This design comes from an exercise in tuning for small area, a short achievable clock period and few clock cycles per item on the open sky130 flow, not from production work. Only simulation tests tie the RTL to the original design; equivalence was not proved. Power figures rest on the tool's default switching activity, not on a simulated workload.

## flow/design.v (module list and top-level ports; edited modules follow where they fit)
// module adaptive_pursuit_selector_core: 229 lines
// module apsel_pupd: 838 lines
// module apsel_top: 47 lines
module apsel_top (
  input  wire logic        clk,
  input  wire logic        rst,
  input  wire logic        req_valid,
  output logic             req_stall,
  input  wire logic        req_cmd,
  input  wire logic [2:0]  req_arm,
  input  wire logic [15:0] req_reward,
  input  wire logic [15:0] req_draw,
  output logic             res_valid,
  input  wire logic        res_stall,
  output logic [2:0]       res_chosen_arm,
  output logic [2:0]       res_best_arm,
  input  wire logic        psel,
  input  wire logic        penable,
  input  wire logic        pwrite,
  input  wire logic [2:0]  paddr,
  input  wire logic [31:0] pwdata,
  output logic [31:0]      prdata,
  output logic             pready
);
  // ...
==> flow/flow/run.sh <==
#!/bin/bash
# Layout: the standard flow (standard synthesis, floorplan, placement, CTS,
# routing), with plain buffers on the ports and a tighter setup target for the
# timing repair steps. The SDC is the design's, unchanged.
set -uo pipefail
bash standard.sh finish \
  SETUP_SLACK_MARGIN=7.5 \
  "BUFFER_PORTS_ARGS=-buffer_cell sky130_fd_sc_hd__buf_2" \
  > standard_flow.log 2>&1
status=$?
cp -r orfs/logs flow_logs 2>/dev/null || true
exit $status
==> flow/standard.sh <==
#!/bin/bash
# synth_recipe.tcl (not shown) runs the flow's synth.tcl, then flattens the netlist and writes it again
# the make line also repeats each setting of config.mk as NAME=value (left out here)
make -C /OpenROAD-flow-scripts/flow DESIGN_CONFIG=/design/flow/config.mk WORK_HOME=/design/flow/orfs CLKGATE_MAP_FILE= SYNTH_SCRIPT=/design/flow/synth_recipe.tcl "${@:-finish}"
==> flow/config.mk <==
export PLATFORM = sky130hd
export DESIGN_NAME = apsel_top
export DESIGN_NICKNAME = apsel_top
export VERILOG_FILES = /design/flow/design.v
export SDC_FILE = /design/flow/constraint.sdc
export NUM_CORES = 4
export LEC_CHECK = 0
export ABC_AREA = 1
export CAP_MARGIN = 20
export CORE_MARGIN = 2
export CORE_UTILIZATION = 40
export SLEW_MARGIN = 20
==> flow/constraint.sdc <==
create_clock -name core_clock -period 14.0 [get_ports {clk}]
set_input_delay 2.8000 -clock core_clock [delete_from_list [all_inputs] [get_ports {clk}]]
set_output_delay 2.8000 -clock core_clock [all_outputs]
set_load 0.01 [all_outputs]
==> flow_metrics.env, run 1 <==
export IMPL_antenna_found_initial=6
export IMPL_cts_buffers=49
export IMPL_drt_pass1_iterations=9
export IMPL_cp_top_family="adder cells"
export IMPL_status="finished clean"
export IMPL_clkPwrFrac_pct=13.1
export IMPL_reg_largest_list="u_core.reward_estimate x128, u_core.pipe_d x68, u_core.grp_p x64"
export IMPL_nonClockBufferCount=188
export IMPL_tap_cells=1637
export IMPL_grt_usage_pct=23.6
export IMPL_seq_share_pct=18.5
export IMPL_dpl_cell_area_mm2=0.0521
export IMPL_wl_met3_mm=12.4
export IMPL_io_pins=119
export IMPL_p_sw_w=0.00527
export IMPL_met3_usage_pct=4.20
export IMPL_cts_sinks=408
export IMPL_viasPerCell=5.52
export IMPL_synth_top_family_by_area="adder cells"
export IMPL_yosys_area_share_simple_pct=7.07
export IMPL_die_w_um=358
export IMPL_synth_xor_area_share_pct=12.9
export IMPL_place_congestion=0.909
export IMPL_portBuffers=83
export IMPL_synth_common_cells="inv_1, xor2_1, o22ai_1"
export IMPL_htreeDepth=2
export IMPL_fillers=11985
export IMPL_max_freq_mhz=155
export IMPL_wl_per_cell_um=20.6
export IMPL_critPathMaxFanout=3
export IMPL_dp_worst_setup_slack_ps=7090
export IMPL_cpMaxStageDelayCell="fa_2"
export IMPL_fin_util_pct=43.8
export IMPL_setup_tns_ps=0
export IMPL_synth_cells=5692
Testbench counts, summed over its fixed seeds: cycles 2,447, items 1,200.
==> inputs of run 2 (changes only) <==
==> flow/design.v (replaced) <==
`default_nettype none
package apsel_pkg;
  localparam int NUM_ARMS = 8;
  localparam int ARM_W    = (NUM_ARMS > 1) ? $clog2(NUM_ARMS) : 1;
  localparam int Q_W      = 16;
  localparam int PMIN_W   = 13;
  localparam int FIELD_W  = 3;
  localparam int Q_ONE_INT  = 65536;
  localparam int SHARE_INT  = Q_ONE_INT / NUM_ARMS;
  localparam logic [Q_W-1:0] PROB_RESET =
    Q_W'((SHARE_INT > Q_ONE_INT - 1) ? (Q_ONE_INT - 1) : SHARE_INT);
  localparam logic [PMIN_W-1:0] PMIN_RESET  = PMIN_W'(655);
  localparam logic [Q_W-1:0]    ALPHA_RESET = Q_W'(52429);
  localparam logic CMD_WRITE  = 1'b0;
  localparam logic CMD_SELECT = 1'b1;
  localparam logic REG_MIN_PROB   = 1'b0;
  localparam logic REG_LEARN_RATE = 1'b1;
  typedef struct packed {
    logic               cmd;
    logic [FIELD_W-1:0] arm;
    logic [Q_W-1:0]     reward;
    logic [Q_W-1:0]     random_draw;
  } req_t;
  typedef struct packed {
    logic [FIELD_W-1:0] chosen_arm;
    logic [FIELD_W-1:0] best_arm;
  } res_t;
endpackage
`default_nettype wire
`default_nettype none
module adaptive_pursuit_selector_core (
  input  wire logic               clk,
  input  wire logic               rst,
  input  wire logic               req_valid,
  output logic                    req_stall,
  input  wire apsel_pkg::req_t    req,
  output logic                    res_valid,
  input  wire logic               res_stall,
  output apsel_pkg::res_t         res,
  input  wire logic               psel,
  input  wire logic               penable,
  input  wire logic               pwrite,
  input  wire logic [2:0]         paddr,
  input  wire logic [31:0]        pwdata,
  output logic [31:0]             prdata,
  output logic                    pready
);
  localparam int Q_W    = apsel_pkg::Q_W;
  localparam int PMIN_W = apsel_pkg::PMIN_W;
  logic [PMIN_W-1:0]   min_probability;
  logic [Q_W-1:0]      learning_rate;
  logic [Q_W-1:0]      pmax;
  logic [Q_W-1:0]      reward_estimate [8];
  logic [Q_W-1:0]      grp_pn [4];     
  logic [16:0]         pipe_d [4];     
  logic [3:0]          pipe_tmax;      
  logic [3:0]          pipe_tmin;      
  logic                ph;             
  logic                upd_a;          
  logic                upd_b;          
  logic                rou_a;          
  logic                rou_b;          
  logic [2:0]          sel_best;
  logic [Q_W-1:0]      draw;
  logic [2:0]          rou_best;
  logic [Q_W-1:0]      rou_rem;        
  logic                rou_found;
  logic [1:0]          rou_arm;
  logic [5:0]          q_e [3];        
  logic [1:0]          q_cnt;
  logic                rst_d;          
  logic                pipe_tres;      
  logic [1:0]          outs;           
  function automatic logic [16:0] add16(input logic [15:0] a, input logic [15:0] b,
                                        input logic cin);
    logic [15:0] g, p, gg, pp;
    g  = a & b;
    p  = a ^ b;
    gg = g;
    pp = p;
    gg[0] = g[0] | (p[0] & cin);
    for (int l = 0; l < 4; l++) begin
      for (int i = 0; i < 16; i++) begin
        if (((i >> l) & 1) == 1) begin
          gg[i] = gg[i] | (pp[i] & gg[((i >> l) << l) - 1]);
          pp[i] = pp[i] & pp[((i >> l) << l) - 1];
        end
      end
    end
    add16 = {gg[15], p ^ {gg[14:0], cin}};
  endfunction
  function automatic logic ge16(input logic [15:0] a, input logic [15:0] b);
    logic [16:0] r;
    r = add16(a, ~b, 1'b1);
    ge16 = r[16];
  endfunction
  logic                cfg_wr;
  logic                sel_acc;
  logic                wr_acc;
  logic                res_take;
  assign pready  = 1'b1;
  assign cfg_wr  = psel && penable && pwrite;
  assign prdata  = paddr[2] ? 32'(learning_rate) : 32'(min_probability);
  assign req_stall = req.cmd && (!ph || (outs == 2'd3));
  assign sel_acc   = req_valid && req.cmd && ph && (outs != 2'd3);
  assign wr_acc    = req_valid && !req.cmd;
  assign res_valid      = (q_cnt != 2'd0);
  assign res.chosen_arm = q_e[0][5:3];
  assign res.best_arm   = q_e[0][2:0];
  assign res_take       = res_valid && !res_stall;
  logic [2:0]     b01, b23, b45, b67, b03, b47, best_now;
  logic [Q_W-1:0] v01, v23, v45, v67, v03, v47;
  always_comb begin
    b01 = ge16(reward_estimate[1], reward_estimate[0]) ? 3'd1 : 3'd0;
    v01 = ge16(reward_estimate[1], reward_estimate[0]) ? reward_estimate[1] : reward_estimate[0];
    b23 = ge16(reward_estimate[3], reward_estimate[2]) ? 3'd3 : 3'd2;
    v23 = ge16(reward_estimate[3], reward_estimate[2]) ? reward_estimate[3] : reward_estimate[2];
    b45 = ge16(reward_estimate[5], reward_estimate[4]) ? 3'd5 : 3'd4;
    v45 = ge16(reward_estimate[5], reward_estimate[4]) ? reward_estimate[5] : reward_estimate[4];
    b67 = ge16(reward_estimate[7], reward_estimate[6]) ? 3'd7 : 3'd6;
    v67 = ge16(reward_estimate[7], reward_estimate[6]) ? reward_estimate[7] : reward_estimate[6];
    b03 = ge16(v23, v01) ? b23 : b01;
    v03 = ge16(v23, v01) ? v23 : v01;
    b47 = ge16(v67, v45) ? b67 : b45;
    v47 = ge16(v67, v45) ? v67 : v45;
    best_now = ge16(v47, v03) ? b47 : b03;
  end
  logic [7:0] bo_one, bo_two, bo_neg;      
  logic       bo_neg8;                     
  logic [7:0] bn_one, bn_two, bn_neg;      
  logic       bn_neg8;
  always_comb begin
    logic [15:0] ae;
    logic        c;
    logic [2:0]  v;
    ae = (upd_a || upd_b) ? learning_rate : 16'h0000;
    c  = 1'b0;
    for (int k = 0; k < 8; k++) begin
      v = {1'b0, ae[2*k+1], 1'b0} + {2'b00, ae[2*k]} + {2'b00, c};
      bn_one[k] = (v == 3'd1);
      bn_two[k] = (v == 3'd2);
      bn_neg[k] = (v == 3'd3);
      c = ae[2*k+1] & (ae[2*k] | c);
    end
    bn_neg8 = !c;
  end
  logic [16:0]    d_now [4];
  logic [3:0]     tmax_now, tmin_now;
  logic [Q_W-1:0] t2 [4];
  logic [Q_W-1:0] p_next_n [4];
  always_comb begin
    for (int j = 0; j < 4; j++) begin
      logic [Q_W-1:0] t;
      tmax_now[j] = (upd_a || upd_b) && (sel_best == {ph, 2'(j)});
      tmin_now[j] = (upd_a || upd_b) && (sel_best != {ph, 2'(j)});
      t = ({Q_W{tmax_now[j]}} & pmax) | ({Q_W{tmin_now[j]}} & Q_W'(min_probability));
      d_now[j] = add16(t, grp_pn[j], 1'b1) ^ 17'h10000;
      t2[j] = ({Q_W{pipe_tmax[j]}} & pmax) | ({Q_W{pipe_tmin[j]}} & Q_W'(min_probability))
            | ({Q_W{pipe_tres}} & apsel_pkg::PROB_RESET);
    end
  end
  for (genvar j = 0; j < 4; j++) begin : g_upd
    apsel_pupd u_pupd (
      .tn   (~t2[j]),
      .d    (pipe_d[j]),
      .dn   (~pipe_d[j]),
      .one  (bo_one),
      .two  (bo_two),
      .neg  (bo_neg),
      .neg8 (bo_neg8),
      .qn   (p_next_n[j])
    );
  end
  logic [Q_W-1:0] rem [5];
  logic [3:0]     hit;
  logic [1:0]     hit_arm;
  always_comb begin
    rem[0] = rou_rem;
    for (int i = 0; i < 4; i++) begin
      logic [Q_W:0] r;
      r = add16(rem[i], grp_pn[i], 1'b1);
      hit[i]   = !r[Q_W];
      rem[i+1] = r[Q_W-1:0];
    end
    hit_arm = hit[0] ? 2'd0 : hit[1] ? 2'd1 : hit[2] ? 2'd2 : 2'd3;
  end
  always_ff @(posedge clk) begin
    if (rst) begin
      min_probability <= apsel_pkg::PMIN_RESET;
      learning_rate   <= apsel_pkg::ALPHA_RESET;
      pmax            <= 16'(65536 - 7 * 655);
      ph              <= 1'b0;
      upd_a           <= 1'b0;
      upd_b           <= 1'b0;
      rst_d           <= 1'b1;
      bo_one          <= '0;
      bo_two          <= '0;
      bo_neg          <= '0;
      bo_neg8         <= 1'b0;
      pipe_tmax       <= '0;
      pipe_tmin       <= '0;
      pipe_tres       <= 1'b1;
      rou_a           <= 1'b0;
      rou_b           <= 1'b0;
      q_cnt           <= '0;
      outs            <= '0;
    end else begin
      rst_d <= 1'b0;
      if (cfg_wr) begin
        if (!paddr[2]) begin
          min_probability <= pwdata[PMIN_W-1:0];
          pmax <= (pwdata[PMIN_W-1:0] == '0) ? 16'hFFFF
                : 16'(17'h10000 - 17'(pwdata[PMIN_W-1:0]) * 17'd7);
        end else begin
          learning_rate <= pwdata[Q_W-1:0];
        end
      end
      ph    <= !ph;
      upd_a <= sel_acc;
      upd_b <= upd_a;
      bo_one <= rst_d ? '0 : bn_one;
      bo_two <= rst_d ? '0 : bn_two;
      bo_neg <= rst_d ? '0 : bn_neg;
      bo_neg8 <= rst_d ? 1'b0 : bn_neg8;
      pipe_tmax <= rst_d ? '0 : tmax_now;
      pipe_tmin <= rst_d ? '0 : tmin_now;
      pipe_tres <= rst_d;
      rou_a <= upd_b;
      rou_b <= rou_a;
      q_cnt <= q_cnt + 2'(rou_b) - 2'(res_take);
      outs  <= outs + 2'(sel_acc) - 2'(res_take);
    end
  end
  logic [Q_W-1:0] rew_wdata;
  assign rew_wdata = rst ? '0 : req.reward;
  always_ff @(posedge clk) begin
    for (int i = 0; i < 8; i++) begin
      if (rst || (wr_acc && req.arm == 3'(i))) reward_estimate[i] <= rew_wdata;
    end
  end
  logic [5:0] q_new;
  assign q_new = {rou_found ? {1'b0, rou_arm} : (|hit ? {1'b1, hit_arm} : 3'd0), rou_best};
  always_ff @(posedge clk) begin
    for (int j = 0; j < 4; j++) begin
      pipe_d[j] <= d_now[j];
      grp_pn[j] <= p_next_n[j];
    end
    for (int i = 0; i < 3; i++) begin
      if (res_take) begin
        if (i < 2 && 2'(i + 1) < q_cnt) q_e[i] <= q_e[i+1];
        else if (rou_b && 2'(i + 1) == q_cnt) q_e[i] <= q_new;
      end else if (rou_b && 2'(i) == q_cnt) begin
        q_e[i] <= q_new;
      end
    end
    if (sel_acc) begin
      sel_best <= best_now;
      draw     <= req.random_draw;
    end
    if (upd_b) begin
      rou_best <= sel_best;
      rou_rem  <= draw;
    end
    if (rou_a) begin
      rou_rem   <= rem[4];
      rou_found <= |hit;
      rou_arm   <= hit_arm;
    end
  end
endmodule
`default_nettype wire
`default_nettype none
module apsel_pupd (
  input  wire logic [15:0] tn,
  input  wire logic [16:0] d,
  input  wire logic [16:0] dn,
  input  wire logic [7:0]  one,
  input  wire logic [7:0]  two,
  input  wire logic [7:0]  neg,
  input  wire logic        neg8,
  output logic      [15:0] qn
);
  wire y1 = ~((one[0] & d[0]) | (neg[0] & dn[0]));
  wire y2 = ~((one[0] & d[1]) | (two[0] & d[0]) | (neg[0] & dn[1]));
  wire y3 = ~((one[0] & d[2]) | (two[0] & d[1]) | (neg[0] & dn[2]));
  wire y4 = ~((one[0] & d[3]) | (two[0] & d[2]) | (neg[0] & dn[3]));
  wire y5 = ~((one[0] & d[4]) | (two[0] & d[3]) | (neg[0] & dn[4]));
  wire y6 = ~((one[0] & d[5]) | (two[0] & d[4]) | (neg[0] & dn[5]));
  wire y7 = ~((one[0] & d[6]) | (two[0] & d[5]) | (neg[0] & dn[6]));
  wire y8 = ~((one[0] & d[7]) | (two[0] & d[6]) | (neg[0] & dn[7]));
  wire y9 = ~((one[0] & d[8]) | (two[0] & d[7]) | (neg[0] & dn[8]));
  wire y10 = ~((one[0] & d[9]) | (two[0] & d[8]) | (neg[0] & dn[9]));
  wire y11 = ~((one[0] & d[10]) | (two[0] & d[9]) | (neg[0] & dn[10]));
  wire y12 = ~((one[0] & d[11]) | (two[0] & d[10]) | (neg[0] & dn[11]));
  wire y13 = ~((one[0] & d[12]) | (two[0] & d[11]) | (neg[0] & dn[12]));
  wire y14 = ~((one[0] & d[13]) | (two[0] & d[12]) | (neg[0] & dn[13]));
  wire y15 = ~((one[0] & d[14]) | (two[0] & d[13]) | (neg[0] & dn[14]));
  wire y16 = ~((one[0] & d[15]) | (two[0] & d[14]) | (neg[0] & dn[15]));
  wire y17 = ~((one[0] & d[16]) | (two[0] & d[15]) | (neg[0] & dn[16]));
  wire y18 = ~((one[0] & d[16]) | (two[0] & d[16]) | (neg[0] & dn[16]));
  wire s19 = ~y18;
  wire y20 = ~((one[1] & d[0]) | (neg[1] & dn[0]));
  wire y21 = ~((one[1] & d[1]) | (two[1] & d[0]) | (neg[1] & dn[1]));
  wire y22 = ~((one[1] & d[2]) | (two[1] & d[1]) | (neg[1] & dn[2]));
  wire y23 = ~((one[1] & d[3]) | (two[1] & d[2]) | (neg[1] & dn[3]));
  wire y24 = ~((one[1] & d[4]) | (two[1] & d[3]) | (neg[1] & dn[4]));
  wire y25 = ~((one[1] & d[5]) | (two[1] & d[4]) | (neg[1] & dn[5]));
  wire y26 = ~((one[1] & d[6]) | (two[1] & d[5]) | (neg[1] & dn[6]));
  wire y27 = ~((one[1] & d[7]) | (two[1] & d[6]) | (neg[1] & dn[7]));
  wire y28 = ~((one[1] & d[8]) | (two[1] & d[7]) | (neg[1] & dn[8]));
  wire y29 = ~((one[1] & d[9]) | (two[1] & d[8]) | (neg[1] & dn[9]));
  wire y30 = ~((one[1] & d[10]) | (two[1] & d[9]) | (neg[1] & dn[10]));
  wire y31 = ~((one[1] & d[11]) | (two[1] & d[10]) | (neg[1] & dn[11]));
  wire y32 = ~((one[1] & d[12]) | (two[1] & d[11]) | (neg[1] & dn[12]));
  wire y33 = ~((one[1] & d[13]) | (two[1] & d[12]) | (neg[1] & dn[13]));
  wire y34 = ~((one[1] & d[14]) | (two[1] & d[13]) | (neg[1] & dn[14]));
  wire y35 = ~((one[1] & d[15]) | (two[1] & d[14]) | (neg[1] & dn[15]));
  wire y36 = ~((one[1] & d[16]) | (two[1] & d[15]) | (neg[1] & dn[16]));
  wire y37 = ~((one[1] & d[16]) | (two[1] & d[16]) | (neg[1] & dn[16]));
  wire s38 = ~y37;
  wire y39 = ~((one[2] & d[0]) | (neg[2] & dn[0]));
  wire y40 = ~((one[2] & d[1]) | (two[2] & d[0]) | (neg[2] & dn[1]));
  wire y41 = ~((one[2] & d[2]) | (two[2] & d[1]) | (neg[2] & dn[2]));
  wire y42 = ~((one[2] & d[3]) | (two[2] & d[2]) | (neg[2] & dn[3]));
  wire y43 = ~((one[2] & d[4]) | (two[2] & d[3]) | (neg[2] & dn[4]));
  wire y44 = ~((one[2] & d[5]) | (two[2] & d[4]) | (neg[2] & dn[5]));
  wire y45 = ~((one[2] & d[6]) | (two[2] & d[5]) | (neg[2] & dn[6]));
  wire y46 = ~((one[2] & d[7]) | (two[2] & d[6]) | (neg[2] & dn[7]));
  wire y47 = ~((one[2] & d[8]) | (two[2] & d[7]) | (neg[2] & dn[8]));
  wire y48 = ~((one[2] & d[9]) | (two[2] & d[8]) | (neg[2] & dn[9]));
  wire y49 = ~((one[2] & d[10]) | (two[2] & d[9]) | (neg[2] & dn[10]));
  wire y50 = ~((one[2] & d[11]) | (two[2] & d[10]) | (neg[2] & dn[11]));
  wire y51 = ~((one[2] & d[12]) | (two[2] & d[11]) | (neg[2] & dn[12]));
  wire y52 = ~((one[2] & d[13]) | (two[2] & d[12]) | (neg[2] & dn[13]));
  wire y53 = ~((one[2] & d[14]) | (two[2] & d[13]) | (neg[2] & dn[14]));
  wire y54 = ~((one[2] & d[15]) | (two[2] & d[14]) | (neg[2] & dn[15]));
  wire y55 = ~((one[2] & d[16]) | (two[2] & d[15]) | (neg[2] & dn[16]));
  wire y56 = ~((one[2] & d[16]) | (two[2] & d[16]) | (neg[2] & dn[16]));
  wire s57 = ~y56;
  wire y58 = ~((one[3] & d[0]) | (neg[3] & dn[0]));
  wire y59 = ~((one[3] & d[1]) | (two[3] & d[0]) | (neg[3] & dn[1]));
  wire y60 = ~((one[3] & d[2]) | (two[3] & d[1]) | (neg[3] & dn[2]));
  wire y61 = ~((one[3] & d[3]) | (two[3] & d[2]) | (neg[3] & dn[3]));
  wire y62 = ~((one[3] & d[4]) | (two[3] & d[3]) | (neg[3] & dn[4]));
  wire y63 = ~((one[3] & d[5]) | (two[3] & d[4]) | (neg[3] & dn[5]));
  wire y64 = ~((one[3] & d[6]) | (two[3] & d[5]) | (neg[3] & dn[6]));
  wire y65 = ~((one[3] & d[7]) | (two[3] & d[6]) | (neg[3] & dn[7]));
  wire y66 = ~((one[3] & d[8]) | (two[3] & d[7]) | (neg[3] & dn[8]));
  wire y67 = ~((one[3] & d[9]) | (two[3] & d[8]) | (neg[3] & dn[9]));
  wire y68 = ~((one[3] & d[10]) | (two[3] & d[9]) | (neg[3] & dn[10]));
  wire y69 = ~((one[3] & d[11]) | (two[3] & d[10]) | (neg[3] & dn[11]));
  wire y70 = ~((one[3] & d[12]) | (two[3] & d[11]) | (neg[3] & dn[12]));
  wire y71 = ~((one[3] & d[13]) | (two[3] & d[12]) | (neg[3] & dn[13]));
  wire y72 = ~((one[3] & d[14]) | (two[3] & d[13]) | (neg[3] & dn[14]));
  wire y73 = ~((one[3] & d[15]) | (two[3] & d[14]) | (neg[3] & dn[15]));
  wire y74 = ~((one[3] & d[16]) | (two[3] & d[15]) | (neg[3] & dn[16]));
  wire y75 = ~((one[3] & d[16]) | (two[3] & d[16]) | (neg[3] & dn[16]));
  wire s76 = ~y75;
  wire y77 = ~((one[4] & d[0]) | (neg[4] & dn[0]));
  wire y78 = ~((one[4] & d[1]) | (two[4] & d[0]) | (neg[4] & dn[1]));
  wire y79 = ~((one[4] & d[2]) | (two[4] & d[1]) | (neg[4] & dn[2]));
  wire y80 = ~((one[4] & d[3]) | (two[4] & d[2]) | (neg[4] & dn[3]));
  wire y81 = ~((one[4] & d[4]) | (two[4] & d[3]) | (neg[4] & dn[4]));
  wire y82 = ~((one[4] & d[5]) | (two[4] & d[4]) | (neg[4] & dn[5]));
  wire y83 = ~((one[4] & d[6]) | (two[4] & d[5]) | (neg[4] & dn[6]));
  wire y84 = ~((one[4] & d[7]) | (two[4] & d[6]) | (neg[4] & dn[7]));
  wire y85 = ~((one[4] & d[8]) | (two[4] & d[7]) | (neg[4] & dn[8]));
  wire y86 = ~((one[4] & d[9]) | (two[4] & d[8]) | (neg[4] & dn[9]));
  wire y87 = ~((one[4] & d[10]) | (two[4] & d[9]) | (neg[4] & dn[10]));
  wire y88 = ~((one[4] & d[11]) | (two[4] & d[10]) | (neg[4] & dn[11]));
  wire y89 = ~((one[4] & d[12]) | (two[4] & d[11]) | (neg[4] & dn[12]));
  wire y90 = ~((one[4] & d[13]) | (two[4] & d[12]) | (neg[4] & dn[13]));
  wire y91 = ~((one[4] & d[14]) | (two[4] & d[13]) | (neg[4] & dn[14]));
  wire y92 = ~((one[4] & d[15]) | (two[4] & d[14]) | (neg[4] & dn[15]));
  wire y93 = ~((one[4] & d[16]) | (two[4] & d[15]) | (neg[4] & dn[16]));
  wire y94 = ~((one[4] & d[16]) | (two[4] & d[16]) | (neg[4] & dn[16]));
  wire s95 = ~y94;
  wire y96 = ~((one[5] & d[0]) | (neg[5] & dn[0]));
  wire y97 = ~((one[5] & d[1]) | (two[5] & d[0]) | (neg[5] & dn[1]));
  wire y98 = ~((one[5] & d[2]) | (two[5] & d[1]) | (neg[5] & dn[2]));
  wire y99 = ~((one[5] & d[3]) | (two[5] & d[2]) | (neg[5] & dn[3]));
  wire y100 = ~((one[5] & d[4]) | (two[5] & d[3]) | (neg[5] & dn[4]));
  wire y101 = ~((one[5] & d[5]) | (two[5] & d[4]) | (neg[5] & dn[5]));
  wire y102 = ~((one[5] & d[6]) | (two[5] & d[5]) | (neg[5] & dn[6]));
  wire y103 = ~((one[5] & d[7]) | (two[5] & d[6]) | (neg[5] & dn[7]));
  wire y104 = ~((one[5] & d[8]) | (two[5] & d[7]) | (neg[5] & dn[8]));
  wire y105 = ~((one[5] & d[9]) | (two[5] & d[8]) | (neg[5] & dn[9]));
  wire y106 = ~((one[5] & d[10]) | (two[5] & d[9]) | (neg[5] & dn[10]));
  wire y107 = ~((one[5] & d[11]) | (two[5] & d[10]) | (neg[5] & dn[11]));
  wire y108 = ~((one[5] & d[12]) | (two[5] & d[11]) | (neg[5] & dn[12]));
  wire y109 = ~((one[5] & d[13]) | (two[5] & d[12]) | (neg[5] & dn[13]));
  wire y110 = ~((one[5] & d[14]) | (two[5] & d[13]) | (neg[5] & dn[14]));
  wire y111 = ~((one[5] & d[15]) | (two[5] & d[14]) | (neg[5] & dn[15]));
  wire y112 = ~((one[5] & d[16]) | (two[5] & d[15]) | (neg[5] & dn[16]));
  wire y113 = ~((one[5] & d[16]) | (two[5] & d[16]) | (neg[5] & dn[16]));
  wire s114 = ~y113;
  wire y115 = ~((one[6] & d[0]) | (neg[6] & dn[0]));
  wire y116 = ~((one[6] & d[1]) | (two[6] & d[0]) | (neg[6] & dn[1]));
  wire y117 = ~((one[6] & d[2]) | (two[6] & d[1]) | (neg[6] & dn[2]));
  wire y118 = ~((one[6] & d[3]) | (two[6] & d[2]) | (neg[6] & dn[3]));
  wire y119 = ~((one[6] & d[4]) | (two[6] & d[3]) | (neg[6] & dn[4]));
  wire y120 = ~((one[6] & d[5]) | (two[6] & d[4]) | (neg[6] & dn[5]));
  wire y121 = ~((one[6] & d[6]) | (two[6] & d[5]) | (neg[6] & dn[6]));
  wire y122 = ~((one[6] & d[7]) | (two[6] & d[6]) | (neg[6] & dn[7]));
  wire y123 = ~((one[6] & d[8]) | (two[6] & d[7]) | (neg[6] & dn[8]));
  wire y124 = ~((one[6] & d[9]) | (two[6] & d[8]) | (neg[6] & dn[9]));
  wire y125 = ~((one[6] & d[10]) | (two[6] & d[9]) | (neg[6] & dn[10]));
  wire y126 = ~((one[6] & d[11]) | (two[6] & d[10]) | (neg[6] & dn[11]));
  wire y127 = ~((one[6] & d[12]) | (two[6] & d[11]) | (neg[6] & dn[12]));
  wire y128 = ~((one[6] & d[13]) | (two[6] & d[12]) | (neg[6] & dn[13]));
  wire y129 = ~((one[6] & d[14]) | (two[6] & d[13]) | (neg[6] & dn[14]));
  wire y130 = ~((one[6] & d[15]) | (two[6] & d[14]) | (neg[6] & dn[15]));
  wire y131 = ~((one[6] & d[16]) | (two[6] & d[15]) | (neg[6] & dn[16]));
  wire y132 = ~((one[6] & d[16]) | (two[6] & d[16]) | (neg[6] & dn[16]));
  wire s133 = ~y132;
  wire y134 = ~((one[7] & d[0]) | (neg[7] & dn[0]));
  wire y135 = ~((one[7] & d[1]) | (two[7] & d[0]) | (neg[7] & dn[1]));
  wire y136 = ~((one[7] & d[2]) | (two[7] & d[1]) | (neg[7] & dn[2]));
  wire y137 = ~((one[7] & d[3]) | (two[7] & d[2]) | (neg[7] & dn[3]));
  wire y138 = ~((one[7] & d[4]) | (two[7] & d[3]) | (neg[7] & dn[4]));
  wire y139 = ~((one[7] & d[5]) | (two[7] & d[4]) | (neg[7] & dn[5]));
  wire y140 = ~((one[7] & d[6]) | (two[7] & d[5]) | (neg[7] & dn[6]));
  wire y141 = ~((one[7] & d[7]) | (two[7] & d[6]) | (neg[7] & dn[7]));
  wire y142 = ~((one[7] & d[8]) | (two[7] & d[7]) | (neg[7] & dn[8]));
  wire y143 = ~((one[7] & d[9]) | (two[7] & d[8]) | (neg[7] & dn[9]));
  wire y144 = ~((one[7] & d[10]) | (two[7] & d[9]) | (neg[7] & dn[10]));
  wire y145 = ~((one[7] & d[11]) | (two[7] & d[10]) | (neg[7] & dn[11]));
  wire y146 = ~((one[7] & d[12]) | (two[7] & d[11]) | (neg[7] & dn[12]));
  wire y147 = ~((one[7] & d[13]) | (two[7] & d[12]) | (neg[7] & dn[13]));
  wire y148 = ~((one[7] & d[14]) | (two[7] & d[13]) | (neg[7] & dn[14]));
  wire y149 = ~((one[7] & d[15]) | (two[7] & d[14]) | (neg[7] & dn[15]));
  wire y150 = ~((one[7] & d[16]) | (two[7] & d[15]) | (neg[7] & dn[16]));
  wire y151 = ~((one[7] & d[16]) | (two[7] & d[16]) | (neg[7] & dn[16]));
  wire r152 = ~neg8 | d[0];
  wire r153 = ~neg8 | d[1];
  wire r154 = ~neg8 | d[2];
  wire r155 = ~neg8 | d[3];
  wire r156 = ~neg8 | d[4];
  wire r157 = ~neg8 | d[5];
  wire r158 = ~neg8 | d[6];
  wire r159 = ~neg8 | d[7];
  wire r160 = ~neg8 | d[8];
  wire r161 = ~neg8 | d[9];
  wire r162 = ~neg8 | d[10];
  wire r163 = ~neg8 | d[11];
  wire r164 = ~neg8 | d[12];
  wire r165 = ~neg8 | d[13];
  wire r166 = ~neg8 | d[14];
  wire r167 = ~neg8 | d[15];
  wire s168 = y15 ^ y32;
  wire c169 = y15 & y32;
  wire s170 = y16 ^ y33;
  wire c171 = y16 & y33;
  wire x172 = y17 ^ y34;
  wire s173 = x172 ^ y51;
  wire c174 = (y17 & y34) | (y51 & x172);
  wire s175 = y68 ^ y85;
  wire c176 = y68 & y85;
  wire x177 = 1'b1 ^ s19;
  wire s178 = x177 ^ y35;
  wire c179 = (1'b1 & s19) | (y35 & x177);
  wire x180 = y52 ^ y69;
  wire s181 = x180 ^ y86;
  wire c182 = (y52 & y69) | (y86 & x180);
  wire x183 = 1'b1 ^ y36;
  wire s184 = x183 ^ y53;
  wire c185 = (1'b1 & y36) | (y53 & x183);
  wire s186 = y70 ^ y87;
  wire c187 = y70 & y87;
  wire x188 = s38 ^ y54;
  wire s189 = x188 ^ y71;
  wire c190 = (s38 & y54) | (y71 & x188);
  wire s191 = 1'b1 ^ y55;
  wire c192 = 1'b1 & y55;
  wire s193 = y9 ^ y26;
  wire c194 = y9 & y26;
  wire s195 = y10 ^ y27;
  wire c196 = y10 & y27;
  wire x197 = y11 ^ y28;
  wire s198 = x197 ^ y45;
  wire c199 = (y11 & y28) | (y45 & x197);
  wire s200 = y62 ^ y79;
  wire c201 = y62 & y79;
  wire x202 = y12 ^ y29;
  wire s203 = x202 ^ y46;
  wire c204 = (y12 & y29) | (y46 & x202);
  wire s205 = y63 ^ y80;
  wire c206 = y63 & y80;
  wire x207 = y13 ^ y30;
  wire s208 = x207 ^ y47;
  wire c209 = (y13 & y30) | (y47 & x207);
  wire x210 = y64 ^ y81;
  wire s211 = x210 ^ y98;
  wire c212 = (y64 & y81) | (y98 & x210);
  wire s213 = y115 ^ ~neg[6];
  wire c214 = y115 & ~neg[6];
  wire x215 = y14 ^ y31;
  wire s216 = x215 ^ y48;
  wire c217 = (y14 & y31) | (y48 & x215);
  wire x218 = y65 ^ y82;
  wire s219 = x218 ^ y99;
  wire c220 = (y65 & y82) | (y99 & x218);
  wire s221 = y116 ^ dn[16];
  wire c222 = y116 & dn[16];
  wire x223 = s168 ^ y49;
  wire s224 = x223 ^ y66;
  wire c225 = (s168 & y49) | (y66 & x223);
  wire x226 = y83 ^ y100;
  wire s227 = x226 ^ y117;
  wire c228 = (y83 & y100) | (y117 & x226);
  wire x229 = y134 ^ ~neg[7];
  wire s230 = x229 ^ dn[16];
  wire c231 = (y134 & ~neg[7]) | (dn[16] & x229);
  wire x232 = s170 ^ y50;
  wire s233 = x232 ^ y67;
  wire c234 = (s170 & y50) | (y67 & x232);
  wire x235 = y84 ^ y101;
  wire s236 = x235 ^ y118;
  wire c237 = (y84 & y101) | (y118 & x235);
  wire x238 = y135 ^ dn[16];
  wire s239 = x238 ^ c169;
  wire c240 = (y135 & dn[16]) | (c169 & x238);
  wire x241 = s173 ^ s175;
  wire s242 = x241 ^ y102;
  wire c243 = (s173 & s175) | (y102 & x241);
  wire x244 = y119 ^ y136;
  wire s245 = x244 ^ r152;
  wire c246 = (y119 & y136) | (r152 & x244);
  wire x247 = ~neg8 ^ tn[0];
  wire s248 = x247 ^ c171;
  wire c249 = (~neg8 & tn[0]) | (c171 & x247);
  wire x250 = s178 ^ s181;
  wire s251 = x250 ^ y103;
  wire c252 = (s178 & s181) | (y103 & x250);
  wire x253 = y120 ^ y137;
  wire s254 = x253 ^ r153;
  wire c255 = (y120 & y137) | (r153 & x253);
  wire x256 = tn[1] ^ c174;
  wire s257 = x256 ^ c176;
  wire c258 = (tn[1] & c174) | (c176 & x256);
  wire x259 = s184 ^ s186;
  wire s260 = x259 ^ y104;
  wire c261 = (s184 & s186) | (y104 & x259);
  wire x262 = y121 ^ y138;
  wire s263 = x262 ^ r154;
  wire c264 = (y121 & y138) | (r154 & x262);
  wire x265 = tn[2] ^ c179;
  wire s266 = x265 ^ c182;
  wire c267 = (tn[2] & c179) | (c182 & x265);
  wire x268 = s189 ^ y88;
  wire s269 = x268 ^ y105;
  wire c270 = (s189 & y88) | (y105 & x268);
  wire x271 = y122 ^ y139;
  wire s272 = x271 ^ r155;
  wire c273 = (y122 & y139) | (r155 & x271);
  wire x274 = tn[3] ^ c185;
  wire s275 = x274 ^ c187;
  wire c276 = (tn[3] & c185) | (c187 & x274);
  wire x277 = s191 ^ y72;
  wire s278 = x277 ^ y89;
  wire c279 = (s191 & y72) | (y89 & x277);
  wire x280 = y106 ^ y123;
  wire s281 = x280 ^ y140;
  wire c282 = (y106 & y123) | (y140 & x280);
  wire x283 = r156 ^ tn[4];
  wire s284 = x283 ^ c190;
  wire c285 = (r156 & tn[4]) | (c190 & x283);
  wire x286 = s57 ^ y73;
  wire s287 = x286 ^ y90;
  wire c288 = (s57 & y73) | (y90 & x286);
  wire x289 = y107 ^ y124;
  wire s290 = x289 ^ y141;
  wire c291 = (y107 & y124) | (y141 & x289);
  wire x292 = r157 ^ tn[5];
  wire s293 = x292 ^ c192;
  wire c294 = (r157 & tn[5]) | (c192 & x292);
  wire x295 = 1'b1 ^ y74;
  wire s296 = x295 ^ y91;
  wire c297 = (1'b1 & y74) | (y91 & x295);
  wire x298 = y108 ^ y125;
  wire s299 = x298 ^ y142;
  wire c300 = (y108 & y125) | (y142 & x298);
  wire s301 = r158 ^ tn[6];
  wire c302 = r158 & tn[6];
  wire x303 = s76 ^ y92;
  wire s304 = x303 ^ y109;
  wire c305 = (s76 & y92) | (y109 & x303);
  wire x306 = y126 ^ y143;
  wire s307 = x306 ^ r159;
  wire c308 = (y126 & y143) | (r159 & x306);
  wire x309 = 1'b1 ^ y93;
  wire s310 = x309 ^ y110;
  wire c311 = (1'b1 & y93) | (y110 & x309);
  wire s312 = y127 ^ y144;
  wire c313 = y127 & y144;
  wire x314 = s95 ^ y111;
  wire s315 = x314 ^ y128;
  wire c316 = (s95 & y111) | (y128 & x314);
  wire s317 = 1'b1 ^ y112;
  wire c318 = 1'b1 & y112;
  wire s319 = y5 ^ y22;
  wire c320 = y5 & y22;
  wire s321 = y6 ^ y23;
  wire c322 = y6 & y23;
  wire x323 = y7 ^ y24;
  wire s324 = x323 ^ y41;
  wire c325 = (y7 & y24) | (y41 & x323);
  wire s326 = y58 ^ ~neg[3];
  wire c327 = y58 & ~neg[3];
  wire x328 = y8 ^ y25;
  wire s329 = x328 ^ y42;
  wire c330 = (y8 & y25) | (y42 & x328);
  wire s331 = y59 ^ dn[16];
  wire c332 = y59 & dn[16];
  wire x333 = s193 ^ y43;
  wire s334 = x333 ^ y60;
  wire c335 = (s193 & y43) | (y60 & x333);
  wire x336 = y77 ^ ~neg[4];
  wire s337 = x336 ^ dn[16];
  wire c338 = (y77 & ~neg[4]) | (dn[16] & x336);
  wire x339 = s195 ^ y44;
  wire s340 = x339 ^ y61;
  wire c341 = (s195 & y44) | (y61 & x339);
  wire x342 = y78 ^ dn[16];
  wire s343 = x342 ^ c194;
  wire c344 = (y78 & dn[16]) | (c194 & x342);
  wire x345 = s198 ^ s200;
  wire s346 = x345 ^ y96;
  wire c347 = (s198 & s200) | (y96 & x345);
  wire x348 = ~neg[5] ^ dn[16];
  wire s349 = x348 ^ c196;
  wire c350 = (~neg[5] & dn[16]) | (c196 & x348);
  wire x351 = s203 ^ s205;
  wire s352 = x351 ^ y97;
  wire c353 = (s203 & s205) | (y97 & x351);
  wire x354 = dn[16] ^ c199;
  wire s355 = x354 ^ c201;
  wire c356 = (dn[16] & c199) | (c201 & x354);
  wire x357 = s208 ^ s211;
  wire s358 = x357 ^ s213;
  wire c359 = (s208 & s211) | (s213 & x357);
  wire x360 = dn[16] ^ c204;
  wire s361 = x360 ^ c206;
  wire c362 = (dn[16] & c204) | (c206 & x360);
  wire x363 = s216 ^ s219;
  wire s364 = x363 ^ s221;
  wire c365 = (s216 & s219) | (s221 & x363);
  wire x366 = c209 ^ c212;
  wire s367 = x366 ^ c214;
  wire c368 = (c209 & c212) | (c214 & x366);
  wire x369 = s224 ^ s227;
  wire s370 = x369 ^ s230;
  wire c371 = (s224 & s227) | (s230 & x369);
  wire x372 = c217 ^ c220;
  wire s373 = x372 ^ c222;
  wire c374 = (c217 & c220) | (c222 & x372);
  wire x375 = s233 ^ s236;
  wire s376 = x375 ^ s239;
  wire c377 = (s233 & s236) | (s239 & x375);
  wire x378 = c225 ^ c228;
  wire s379 = x378 ^ c231;
  wire c380 = (c225 & c228) | (c231 & x378);
  wire x381 = s242 ^ s245;
  wire s382 = x381 ^ s248;
  wire c383 = (s242 & s245) | (s248 & x381);
  wire x384 = c234 ^ c237;
  wire s385 = x384 ^ c240;
  wire c386 = (c234 & c237) | (c240 & x384);
  wire x387 = s251 ^ s254;
  wire s388 = x387 ^ s257;
  wire c389 = (s251 & s254) | (s257 & x387);
  wire x390 = c243 ^ c246;
  wire s391 = x390 ^ c249;
  wire c392 = (c243 & c246) | (c249 & x390);
  wire x393 = s260 ^ s263;
  wire s394 = x393 ^ s266;
  wire c395 = (s260 & s263) | (s266 & x393);
  wire x396 = c252 ^ c255;
  wire s397 = x396 ^ c258;
  wire c398 = (c252 & c255) | (c258 & x396);
  wire x399 = s269 ^ s272;
  wire s400 = x399 ^ s275;
  wire c401 = (s269 & s272) | (s275 & x399);
  wire x402 = c261 ^ c264;
  wire s403 = x402 ^ c267;
  wire c404 = (c261 & c264) | (c267 & x402);
  wire x405 = s278 ^ s281;
  wire s406 = x405 ^ s284;
  wire c407 = (s278 & s281) | (s284 & x405);
  wire x408 = c270 ^ c273;
  wire s409 = x408 ^ c276;
  wire c410 = (c270 & c273) | (c276 & x408);
  wire x411 = s287 ^ s290;
  wire s412 = x411 ^ s293;
  wire c413 = (s287 & s290) | (s293 & x411);
  wire x414 = c279 ^ c282;
  wire s415 = x414 ^ c285;
  wire c416 = (c279 & c282) | (c285 & x414);
  wire x417 = s296 ^ s299;
  wire s418 = x417 ^ s301;
  wire c419 = (s296 & s299) | (s301 & x417);
  wire x420 = c288 ^ c291;
  wire s421 = x420 ^ c294;
  wire c422 = (c288 & c291) | (c294 & x420);
  wire x423 = s304 ^ s307;
  wire s424 = x423 ^ tn[7];
  wire c425 = (s304 & s307) | (tn[7] & x423);
  wire x426 = c297 ^ c300;
  wire s427 = x426 ^ c302;
  wire c428 = (c297 & c300) | (c302 & x426);
  wire x429 = s310 ^ s312;
  wire s430 = x429 ^ r160;
  wire c431 = (s310 & s312) | (r160 & x429);
  wire x432 = tn[8] ^ c305;
  wire s433 = x432 ^ c308;
  wire c434 = (tn[8] & c305) | (c308 & x432);
  wire x435 = s315 ^ y145;
  wire s436 = x435 ^ r161;
  wire c437 = (s315 & y145) | (r161 & x435);
  wire x438 = tn[9] ^ c311;
  wire s439 = x438 ^ c313;
  wire c440 = (tn[9] & c311) | (c313 & x438);
  wire x441 = s317 ^ y129;
  wire s442 = x441 ^ y146;
  wire c443 = (s317 & y129) | (y146 & x441);
  wire x444 = r162 ^ tn[10];
  wire s445 = x444 ^ c316;
  wire c446 = (r162 & tn[10]) | (c316 & x444);
  wire x447 = s114 ^ y130;
  wire s448 = x447 ^ y147;
  wire c449 = (s114 & y130) | (y147 & x447);
  wire x450 = r163 ^ tn[11];
  wire s451 = x450 ^ c318;
  wire c452 = (r163 & tn[11]) | (c318 & x450);
  wire x453 = 1'b1 ^ y131;
  wire s454 = x453 ^ y148;
  wire c455 = (1'b1 & y131) | (y148 & x453);
  wire s456 = r164 ^ tn[12];
  wire c457 = r164 & tn[12];
  wire x458 = s133 ^ y149;
  wire s459 = x458 ^ r165;
  wire c460 = (s133 & y149) | (r165 & x458);
  wire s461 = 1'b1 ^ y150;
  wire c462 = 1'b1 & y150;
  wire s463 = 1'b1 ^ y151;
  wire c464 = 1'b1 & y151;
  wire s465 = y3 ^ y20;
  wire c466 = y3 & y20;
  wire s467 = y4 ^ y21;
  wire c468 = y4 & y21;
  wire x469 = s319 ^ y39;
  wire s470 = x469 ^ ~neg[2];
  wire c471 = (s319 & y39) | (~neg[2] & x469);
  wire x472 = s321 ^ y40;
  wire s473 = x472 ^ dn[16];
  wire c474 = (s321 & y40) | (dn[16] & x472);
  wire x475 = s324 ^ s326;
  wire s476 = x475 ^ dn[16];
  wire c477 = (s324 & s326) | (dn[16] & x475);
  wire x478 = s329 ^ s331;
  wire s479 = x478 ^ c325;
  wire c480 = (s329 & s331) | (c325 & x478);
  wire x481 = s334 ^ s337;
  wire s482 = x481 ^ c330;
  wire c483 = (s334 & s337) | (c330 & x481);
  wire x484 = s340 ^ s343;
  wire s485 = x484 ^ c335;
  wire c486 = (s340 & s343) | (c335 & x484);
  wire x487 = s346 ^ s349;
  wire s488 = x487 ^ c341;
  wire c489 = (s346 & s349) | (c341 & x487);
  wire x490 = s352 ^ s355;
  wire s491 = x490 ^ c347;
  wire c492 = (s352 & s355) | (c347 & x490);
  wire x493 = s358 ^ s361;
  wire s494 = x493 ^ c353;
  wire c495 = (s358 & s361) | (c353 & x493);
  wire x496 = s364 ^ s367;
  wire s497 = x496 ^ c359;
  wire c498 = (s364 & s367) | (c359 & x496);
  wire x499 = s370 ^ s373;
  wire s500 = x499 ^ c365;
  wire c501 = (s370 & s373) | (c365 & x499);
  wire x502 = s376 ^ s379;
  wire s503 = x502 ^ c371;
  wire c504 = (s376 & s379) | (c371 & x502);
  wire x505 = s382 ^ s385;
  wire s506 = x505 ^ c377;
  wire c507 = (s382 & s385) | (c377 & x505);
  wire x508 = s388 ^ s391;
  wire s509 = x508 ^ c383;
  wire c510 = (s388 & s391) | (c383 & x508);
  wire x511 = s394 ^ s397;
  wire s512 = x511 ^ c389;
  wire c513 = (s394 & s397) | (c389 & x511);
  wire x514 = s400 ^ s403;
  wire s515 = x514 ^ c395;
  wire c516 = (s400 & s403) | (c395 & x514);
  wire x517 = s406 ^ s409;
  wire s518 = x517 ^ c401;
  wire c519 = (s406 & s409) | (c401 & x517);
  wire x520 = s412 ^ s415;
  wire s521 = x520 ^ c407;
  wire c522 = (s412 & s415) | (c407 & x520);
  wire x523 = s418 ^ s421;
  wire s524 = x523 ^ c413;
  wire c525 = (s418 & s421) | (c413 & x523);
  wire x526 = s424 ^ s427;
  wire s527 = x526 ^ c419;
  wire c528 = (s424 & s427) | (c419 & x526);
  wire x529 = s430 ^ s433;
  wire s530 = x529 ^ c425;
  wire c531 = (s430 & s433) | (c425 & x529);
  wire x532 = s436 ^ s439;
  wire s533 = x532 ^ c431;
  wire c534 = (s436 & s439) | (c431 & x532);
  wire x535 = s442 ^ s445;
  wire s536 = x535 ^ c437;
  wire c537 = (s442 & s445) | (c437 & x535);
  wire x538 = s448 ^ s451;
  wire s539 = x538 ^ c443;
  wire c540 = (s448 & s451) | (c443 & x538);
  wire x541 = s454 ^ s456;
  wire s542 = x541 ^ c449;
  wire c543 = (s454 & s456) | (c449 & x541);
  wire x544 = s459 ^ tn[13];
  wire s545 = x544 ^ c455;
  wire c546 = (s459 & tn[13]) | (c455 & x544);
  wire x547 = s461 ^ r166;
  wire s548 = x547 ^ tn[14];
  wire c549 = (s461 & r166) | (tn[14] & x547);
  wire x550 = s463 ^ r167;
  wire s551 = x550 ^ tn[15];
  wire c552 = (s463 & r167) | (tn[15] & x550);
  wire s553 = y1 ^ ~neg[0];
  wire c554 = y1 & ~neg[0];
  wire s555 = y2 ^ dn[16];
  wire c556 = y2 & dn[16];
  wire x557 = s465 ^ ~neg[1];
  wire s558 = x557 ^ dn[16];
  wire c559 = (s465 & ~neg[1]) | (dn[16] & x557);
  wire x560 = s467 ^ dn[16];
  wire s561 = x560 ^ c466;
  wire c562 = (s467 & dn[16]) | (c466 & x560);
  wire x563 = s470 ^ dn[16];
  wire s564 = x563 ^ c468;
  wire c565 = (s470 & dn[16]) | (c468 & x563);
  wire x566 = s473 ^ c320;
  wire s567 = x566 ^ c471;
  wire c568 = (s473 & c320) | (c471 & x566);
  wire x569 = s476 ^ c322;
  wire s570 = x569 ^ c474;
  wire c571 = (s476 & c322) | (c474 & x569);
  wire x572 = s479 ^ c327;
  wire s573 = x572 ^ c477;
  wire c574 = (s479 & c327) | (c477 & x572);
  wire x575 = s482 ^ c332;
  wire s576 = x575 ^ c480;
  wire c577 = (s482 & c332) | (c480 & x575);
  wire x578 = s485 ^ c338;
  wire s579 = x578 ^ c483;
  wire c580 = (s485 & c338) | (c483 & x578);
  wire x581 = s488 ^ c344;
  wire s582 = x581 ^ c486;
  wire c583 = (s488 & c344) | (c486 & x581);
  wire x584 = s491 ^ c350;
  wire s585 = x584 ^ c489;
  wire c586 = (s491 & c350) | (c489 & x584);
  wire x587 = s494 ^ c356;
  wire s588 = x587 ^ c492;
  wire c589 = (s494 & c356) | (c492 & x587);
  wire x590 = s497 ^ c362;
  wire s591 = x590 ^ c495;
  wire c592 = (s497 & c362) | (c495 & x590);
  wire x593 = s500 ^ c368;
  wire s594 = x593 ^ c498;
  wire c595 = (s500 & c368) | (c498 & x593);
  wire x596 = s503 ^ c374;
  wire s597 = x596 ^ c501;
  wire c598 = (s503 & c374) | (c501 & x596);
  wire x599 = s506 ^ c380;
  wire s600 = x599 ^ c504;
  wire c601 = (s506 & c380) | (c504 & x599);
  wire x602 = s509 ^ c386;
  wire s603 = x602 ^ c507;
  wire c604 = (s509 & c386) | (c507 & x602);
  wire x605 = s512 ^ c392;
  wire s606 = x605 ^ c510;
  wire c607 = (s512 & c392) | (c510 & x605);
  wire x608 = s515 ^ c398;
  wire s609 = x608 ^ c513;
  wire c610 = (s515 & c398) | (c513 & x608);
  wire x611 = s518 ^ c404;
  wire s612 = x611 ^ c516;
  wire c613 = (s518 & c404) | (c516 & x611);
  wire x614 = s521 ^ c410;
  wire s615 = x614 ^ c519;
  wire c616 = (s521 & c410) | (c519 & x614);
  wire x617 = s524 ^ c416;
  wire s618 = x617 ^ c522;
  wire c619 = (s524 & c416) | (c522 & x617);
  wire x620 = s527 ^ c422;
  wire s621 = x620 ^ c525;
  wire c622 = (s527 & c422) | (c525 & x620);
  wire x623 = s530 ^ c428;
  wire s624 = x623 ^ c528;
  wire c625 = (s530 & c428) | (c528 & x623);
  wire x626 = s533 ^ c434;
  wire s627 = x626 ^ c531;
  wire c628 = (s533 & c434) | (c531 & x626);
  wire x629 = s536 ^ c440;
  wire s630 = x629 ^ c534;
  wire c631 = (s536 & c440) | (c534 & x629);
  wire x632 = s539 ^ c446;
  wire s633 = x632 ^ c537;
  wire c634 = (s539 & c446) | (c537 & x632);
  wire x635 = s542 ^ c452;
  wire s636 = x635 ^ c540;
  wire c637 = (s542 & c452) | (c540 & x635);
  wire x638 = s545 ^ c457;
  wire s639 = x638 ^ c543;
  wire c640 = (s545 & c457) | (c543 & x638);
  wire x641 = s548 ^ c460;
  wire s642 = x641 ^ c546;
  wire c643 = (s548 & c460) | (c546 & x641);
  wire x644 = s551 ^ c462;
  wire s645 = x644 ^ c549;
  wire c646 = (s551 & c462) | (c549 & x644);
  wire g647 = s553 & dn[16];
  wire x648 = s553 ^ dn[16];
  wire g649 = s555 & c554;
  wire x650 = s555 ^ c554;
  wire g651 = s558 & c556;
  wire x652 = s558 ^ c556;
  wire g653 = s561 & c559;
  wire x654 = s561 ^ c559;
  wire g655 = s564 & c562;
  wire x656 = s564 ^ c562;
  wire g657 = s567 & c565;
  wire x658 = s567 ^ c565;
  wire g659 = s570 & c568;
  wire x660 = s570 ^ c568;
  wire g661 = s573 & c571;
  wire x662 = s573 ^ c571;
  wire g663 = s576 & c574;
  wire x664 = s576 ^ c574;
  wire g665 = s579 & c577;
  wire x666 = s579 ^ c577;
  wire g667 = s582 & c580;
  wire x668 = s582 ^ c580;
  wire g669 = s585 & c583;
  wire x670 = s585 ^ c583;
  wire g671 = s588 & c586;
  wire x672 = s588 ^ c586;
  wire g673 = s591 & c589;
  wire x674 = s591 ^ c589;
  wire g675 = s594 & c592;
  wire x676 = s594 ^ c592;
  wire g677 = s597 & c595;
  wire x678 = s597 ^ c595;
  wire g679 = s600 & c598;
  wire x680 = s600 ^ c598;
  wire g681 = s603 & c601;
  wire x682 = s603 ^ c601;
  wire g683 = s606 & c604;
  wire x684 = s606 ^ c604;
  wire g685 = s609 & c607;
  wire x686 = s609 ^ c607;
  wire g687 = s612 & c610;
  wire x688 = s612 ^ c610;
  wire g689 = s615 & c613;
  wire x690 = s615 ^ c613;
  wire g691 = s618 & c616;
  wire x692 = s618 ^ c616;
  wire g693 = s621 & c619;
  wire x694 = s621 ^ c619;
  wire g695 = s624 & c622;
  wire x696 = s624 ^ c622;
  wire g697 = s627 & c625;
  wire x698 = s627 ^ c625;
  wire g699 = s630 & c628;
  wire x700 = s630 ^ c628;
  wire g701 = s633 & c631;
  wire x702 = s633 ^ c631;
  wire g703 = s636 & c634;
  wire x704 = s636 ^ c634;
  wire g705 = s639 & c637;
  wire x706 = s639 ^ c637;
  wire g707 = s642 & c640;
  wire x708 = s642 ^ c640;
  wire g709 = s645 & c643;
  wire x710 = s645 ^ c643;
  wire G711 = g649 | (x650 & g647);
  wire P712 = x650 & x648;
  wire G713 = g653 | (x654 & g651);
  wire P714 = x654 & x652;
  wire G715 = g657 | (x658 & g655);
  wire P716 = x658 & x656;
  wire G717 = g661 | (x662 & g659);
  wire P718 = x662 & x660;
  wire G719 = g665 | (x666 & g663);
  wire P720 = x666 & x664;
  wire G721 = g669 | (x670 & g667);
  wire P722 = x670 & x668;
  wire G723 = g673 | (x674 & g671);
  wire P724 = x674 & x672;
  wire G725 = g677 | (x678 & g675);
  wire P726 = x678 & x676;
  wire G727 = G713 | (P714 & G711);
  wire P728 = P714 & P712;
  wire G729 = G717 | (P718 & G715);
  wire P730 = P718 & P716;
  wire G731 = G721 | (P722 & G719);
  wire P732 = P722 & P720;
  wire G733 = G725 | (P726 & G723);
  wire P734 = P726 & P724;
  wire G735 = G729 | (P730 & G727);
  wire P736 = P730 & P728;
  wire G737 = G733 | (P734 & G731);
  wire P738 = P734 & P732;
  wire G739 = G737 | (P738 & G735);
  wire P740 = P738 & P736;
  wire G741 = g681 | (x682 & g679);
  wire P742 = x682 & x680;
  wire G743 = g685 | (x686 & g683);
  wire P744 = x686 & x684;
  wire G745 = g689 | (x690 & g687);
  wire P746 = x690 & x688;
  wire G747 = g693 | (x694 & g691);
  wire P748 = x694 & x692;
  wire G749 = g697 | (x698 & g695);
  wire P750 = x698 & x696;
  wire G751 = g701 | (x702 & g699);
  wire P752 = x702 & x700;
  wire G753 = g705 | (x706 & g703);
  wire P754 = x706 & x704;
  wire G755 = g709 | (x710 & g707);
  wire P756 = x710 & x708;
  wire G757 = g683 | (x684 & G741);
  wire P758 = x684 & P742;
  wire G759 = G743 | (P744 & G741);
  wire P760 = P744 & P742;
  wire G761 = g691 | (x692 & G745);
  wire P762 = x692 & P746;
  wire G763 = G747 | (P748 & G745);
  wire P764 = P748 & P746;
  wire G765 = g699 | (x700 & G749);
  wire P766 = x700 & P750;
  wire G767 = G751 | (P752 & G749);
  wire P768 = P752 & P750;
  wire G769 = g707 | (x708 & G753);
  wire P770 = x708 & P754;
  wire G771 = G755 | (P756 & G753);
  wire P772 = P756 & P754;
  wire G773 = g687 | (x688 & G759);
  wire P774 = x688 & P760;
  wire G775 = G745 | (P746 & G759);
  wire P776 = P746 & P760;
  wire G777 = G761 | (P762 & G759);
  wire P778 = P762 & P760;
  wire G779 = G763 | (P764 & G759);
  wire P780 = P764 & P760;
  wire G781 = g703 | (x704 & G767);
  wire P782 = x704 & P768;
  wire G783 = G753 | (P754 & G767);
  wire P784 = P754 & P768;
  wire G785 = G769 | (P770 & G767);
  wire P786 = P770 & P768;
  wire G787 = G771 | (P772 & G767);
  wire P788 = P772 & P768;
  wire G789 = g695 | (x696 & G779);
  wire P790 = x696 & P780;
  wire G791 = G749 | (P750 & G779);
  wire P792 = P750 & P780;
  wire G793 = G765 | (P766 & G779);
  wire P794 = P766 & P780;
  wire G795 = G767 | (P768 & G779);
  wire P796 = P768 & P780;
  wire G797 = G781 | (P782 & G779);
  wire P798 = P782 & P780;
  wire G799 = G783 | (P784 & G779);
  wire P800 = P784 & P780;
  wire G801 = G785 | (P786 & G779);
  wire P802 = P786 & P780;
  wire G803 = G787 | (P788 & G779);
  wire P804 = P788 & P780;
  wire C805 = g679 | (x680 & G739);
  wire C806 = G741 | (P742 & G739);
  wire C807 = G757 | (P758 & G739);
  wire C808 = G759 | (P760 & G739);
  wire C809 = G773 | (P774 & G739);
  wire C810 = G775 | (P776 & G739);
  wire C811 = G777 | (P778 & G739);
  wire C812 = G779 | (P780 & G739);
  wire C813 = G789 | (P790 & G739);
  wire C814 = G791 | (P792 & G739);
  wire C815 = G793 | (P794 & G739);
  wire C816 = G795 | (P796 & G739);
  wire C817 = G797 | (P798 & G739);
  wire C818 = G799 | (P800 & G739);
  wire C819 = G801 | (P802 & G739);
  assign qn[0] = x680 ^ G739;
  assign qn[1] = x682 ^ C805;
  assign qn[2] = x684 ^ C806;
  assign qn[3] = x686 ^ C807;
  assign qn[4] = x688 ^ C808;
  assign qn[5] = x690 ^ C809;
  assign qn[6] = x692 ^ C810;
  assign qn[7] = x694 ^ C811;
  assign qn[8] = x696 ^ C812;
  assign qn[9] = x698 ^ C813;
  assign qn[10] = x700 ^ C814;
  assign qn[11] = x702 ^ C815;
  assign qn[12] = x704 ^ C816;
  assign qn[13] = x706 ^ C817;
  assign qn[14] = x708 ^ C818;
  assign qn[15] = x710 ^ C819;
endmodule
`default_nettype wire
`default_nettype none
module apsel_top (
  input  wire logic        clk,
  input  wire logic        rst,
  input  wire logic        req_valid,
  output logic             req_stall,
  input  wire logic        req_cmd,
  input  wire logic [2:0]  req_arm,
  input  wire logic [15:0] req_reward,
  input  wire logic [15:0] req_draw,
  output logic             res_valid,
  input  wire logic        res_stall,
  output logic [2:0]       res_chosen_arm,
  output logic [2:0]       res_best_arm,
  input  wire logic        psel,
  input  wire logic        penable,
  input  wire logic        pwrite,
  input  wire logic [2:0]  paddr,
  input  wire logic [31:0] pwdata,
  output logic [31:0]      prdata,
  output logic             pready
);
  apsel_pkg::req_t req;
  apsel_pkg::res_t res;
  assign req.cmd         = req_cmd;
  assign req.arm         = req_arm;
  assign req.reward      = req_reward;
  assign req.random_draw = req_draw;
  assign res_chosen_arm = res.chosen_arm;
  assign res_best_arm   = res.best_arm;
  adaptive_pursuit_selector_core u_core (
    .clk       (clk),
    .rst       (rst),
    .req_valid (req_valid),
    .req_stall (req_stall),
    .req       (req),
    .res_valid (res_valid),
    .res_stall (res_stall),
    .res       (res),
    .psel      (psel),
    .penable   (penable),
    .pwrite    (pwrite),
    .paddr     (paddr),
    .pwdata    (pwdata),
    .prdata    (prdata),
    .pready    (pready)
  );
endmodule
`default_nettype wire
==> flow_metrics.env, run 2 <==
export IMPL_status="finished clean"
export IMPL_die_w_um=355
export IMPL_vias=41740
export IMPL_reg_largest_list="u_core.reward_estimate x128, u_core.pipe_d x68, u_core.grp_pn x64"
export IMPL_power_density_mw_per_mm2=231
export IMPL_portBuffers=83
export IMPL_drive_above_1_share_pct=7.84
export IMPL_initial_utilization_pct=40.4
export IMPL_syn_to_final_growth_pct=7.89
export IMPL_grt_usage_pct=25.5
export IMPL_ctsHoldBuffers=0
export IMPL_synthArstFlopShare_pct=0
export IMPL_yosys_area_top_type="fa_1"
export IMPL_finClkSkew_ps=50.2
export IMPL_ys_types=50
export IMPL_finalCritPeriodShare_pct=45.8
export IMPL_max_cap_violations=0
export IMPL_synth_top_cell_area_share_pct=24.1
export IMPL_drt_pass1_iterations=10
export IMPL_critPathMaxFanout=33
export IMPL_grt_pass1_wl_mm=248
export IMPL_place_congestion=0.954
export IMPL_synth_cells=5756
export IMPL_place_hpwl_mm=115
export IMPL_ctsLongestPathBuffers=3
export IMPL_max_freq_mhz=156
export IMPL_htreeDepth=2
export IMPL_final_nets=6822
export IMPL_synth_common_cells="inv_1, nand2_1, fa_1"
export IMPL_grt_pass1_vias=41356
export IMPL_period_minus_slack_ps=6410
export IMPL_ir_drop_mv=0.447
export IMPL_worstMarginPinSlew_ps=991
export IMPL_rsz0062_at_grt="true"
export IMPL_antenna_left=0
export IMPL_end_kind="flop"
export IMPL_required_ps=14470
export IMPL_syn_area_mm2=0.0493
export IMPL_cts_root_buffer_cell="clkbuf_16"
export IMPL_core_area_mm2=0.122
export IMPL_totalWireLength_mm=161
export IMPL_crit_arrival_ps=6880
export IMPL_viasPerCell=5.72
export IMPL_layout_commonest_cell="inv_1"
export IMPL_clk_pin_slew_ps=70
export IMPL_largest_reg_flops=128
export IMPL_regMostFlops="u_core.reward_estimate"
export IMPL_ys_flop_type="dfxtp_1"
export IMPL_r2r_slack_ps=7590
export IMPL_criticalPathCategory="flop to flop"
export IMPL_cts_tree="done"
export IMPL_finalHoldViolations=0
export IMPL_rows=128
export IMPL_fin_util_pct=43.6
export IMPL_critPathLaunchType="flop"
export IMPL_slew_violations=0
export IMPL_clk_latency_ps=640
export IMPL_power_leakage_nw=24.0
export IMPL_yosys_register_bits=408
export IMPL_synthTopCellsByArea="fa_1, ha_1, edfxtp_1, dfxtp_1, inv_1"
export IMPL_mostFrequentLayoutCells="inv_1, nand2_1, fa_1"
export IMPL_setup_tns_ps=0
export IMPL_setup_violations=0
export IMPL_cts_sinks=408
export IMPL_io_pins=119
export IMPL_syn_mean_instance_area_um2=8.56
export IMPL_yosys_warnings=16
export IMPL_grt_max_degree=52
export IMPL_slew_limit_headroom_pct=33.9
export IMPL_grt_overflow=0
export IMPL_yosysMostFrequentCell="inv_1"
export IMPL_die_h_um=355
export IMPL_hold_class="flop to flop"
export IMPL_cts_buffers=47
export IMPL_synth_edff_count=187
export IMPL_wl_per_cell_um=22.1
export IMPL_antenna_found_initial=9
export IMPL_drc=0
export IMPL_ys_seq_area_share_pct=20.4
export IMPL_drt_iter0_markers=4645
export IMPL_die_area_mm2=0.126
-- run 2: changes by cell type in the layout (fill, tap and decap cells not counted), sizes merged, moves of 21 or more --
cell	change
o21ai	+156
nand2	+195
a22oi	+133
inv	-50
a21oi	+162
ha	+21
nand3	-26
o211ai	+62
xor2	-555
buf	+27
o22ai	-339
nor2	+33
a221oi	+92
o221ai	+54
-- run 2: what timing repair did --
| item | CTS | global route |
|---|---|---|
| setup endpoints to repair | 36 | 46 |
| pin swaps | 3 | 19 |
| buffers inserted | 5 | 10 |
| gates resized for setup | 15 | 70 |
-- run 2: report_power, final --
group	total [W]	switching (W)	internal, W	leakage, nW
sequential	0.00207	0.000504	0.00157	3.62
clock	0.00132	0.000548	0.000770	0.793
combinational	0.00887	0.00536	0.00351	19.6
total	0.0123	0.00642	0.00584	24.0
-- run 2: through the flow --
step / hold WS (ps) / cells / total power [W] / instance area [um2] / setup WS [ps]
2_1_floorplan: 403 / 5771 / 0.00810 / 49300 / 7700
3_3_place_gp: 413 / 7199 / 0.0103 / 51100 / 7040
3_5_place_dp: 414 / 7200 / 0.0104 / 51100 / 7030
4_1_cts: 422 / 7292 / 0.0119 / 52800 / 7480
5_1_grt: 438 / 7303 / 0.0133 / 53200 / 7450
6_report: 420 / 7303 / 0.0123 / 53200 / 7590
-- run 2: logic make-up (layout without fill, tap and decap cells) --
family / count (synthesis) / count (layout) / share of synthesized area, %
AOI/OAI and AO/OA: 1488 / 1488 / 18.7
xor gates and xnor gates: 183 / 183 / 3.25
adders and majority gates: 1105 / 1105 / 37.1
buffers and inverters: 1465 / 1371 / 11.3
DFF: 408 / 408 / 20.4
other: 2 / 18 / 0.0152
and+or+nand+nor: 1105 / 1105 / 9.21
-- run 2: path summary, 6_finish.rpt --
kind	startpoint	endpoint	cells after the start
max reg2reg	u_core.bo_neg8	u_core.grp_pn[0][15]	18
min reg2reg	u_core.upd_a	u_core.upd_b	2
min	u_core.upd_a	u_core.upd_b	2
max	u_core.bo_neg8	u_core.grp_pn[0][15]	18
-- run 2: cell type report --
cell class	count	area, um2
inverters	1068	4070
well taps	1625	2030
flip-flops and latches	408	10100
clock inverters	28	342
fillers	12018	68900
clock buffers	59	1290
repair buffers	216	1500
multi-input cells	3898	33800
diodes	1	2.50
-- run 2: critical path, cell delays in order, from the launching register on --
cell and delay (ps):
dfxtp_1 310, buf_4 580, clkinv_2 720, buf_4 460, nor2_1 160, fa_1 460
fa_1 530, fa_1 530, fa_1 550, inv_1 40, ha_1 340, inv_1 70
nor3_1 210, nand2_1 100, o221ai_2 390, nand4_1 260, o21ai_0 200, o21ai_0 120
xor2_1 160
-- run 2: routing by layer --
layer,GRT usage [%],part of all wire (%),wire length (um),up-vias
li1,-,-,-,18875
met1,33.6,40,65300,20016
met2,39.9,44,70700,2314
met3,6.12,11,17300,523
met4,11.0,4.9,7970,12
met5,0.226,0.042,67,-
Testbench counts of run 2, summed over its fixed seeds: cycles 2,447, items 1,200.

-- what the ideal ports hide --
Ports are ideal in the flow. The routed layouts listed here were re-timed in OpenROAD.
Step 1 (the two cells are an assumption about what drives the block):
set clk [get_ports {clk}]
set_driving_cell -lib_cell sky130_fd_sc_hd__clkbuf_16 $clk
set_driving_cell -lib_cell sky130_fd_sc_hd__buf_2 [delete_from_list [all_inputs] $clk]
Step 2 also shifts input and output timing later by t, the mid clock arrival at the registers, as if the neighbouring blocks saw the same clock.
Three values: ideal, step 1, step 2; two values: the first two.
| run | shift t [ns] | setup slack, ns | latest minus earliest clock arrival (ns) | worst register clock-pin slew, ns |
|---|---|---|---|---|
| run 1 | 0.681 | 7.538 / 7.519 / 7.485 | 0.058 / 0.058 | 0.08 / 0.08 |
| run 2 | 0.674 | 7.588 / 7.588 / 7.588 | 0.052 / 0.051 | 0.07 / 0.07 |
After both steps every run listed still meets setup and hold. For run 1, which loses most, drivers alone change the setup slack by -0.019 ns; drivers and shift together by -0.053 ns.
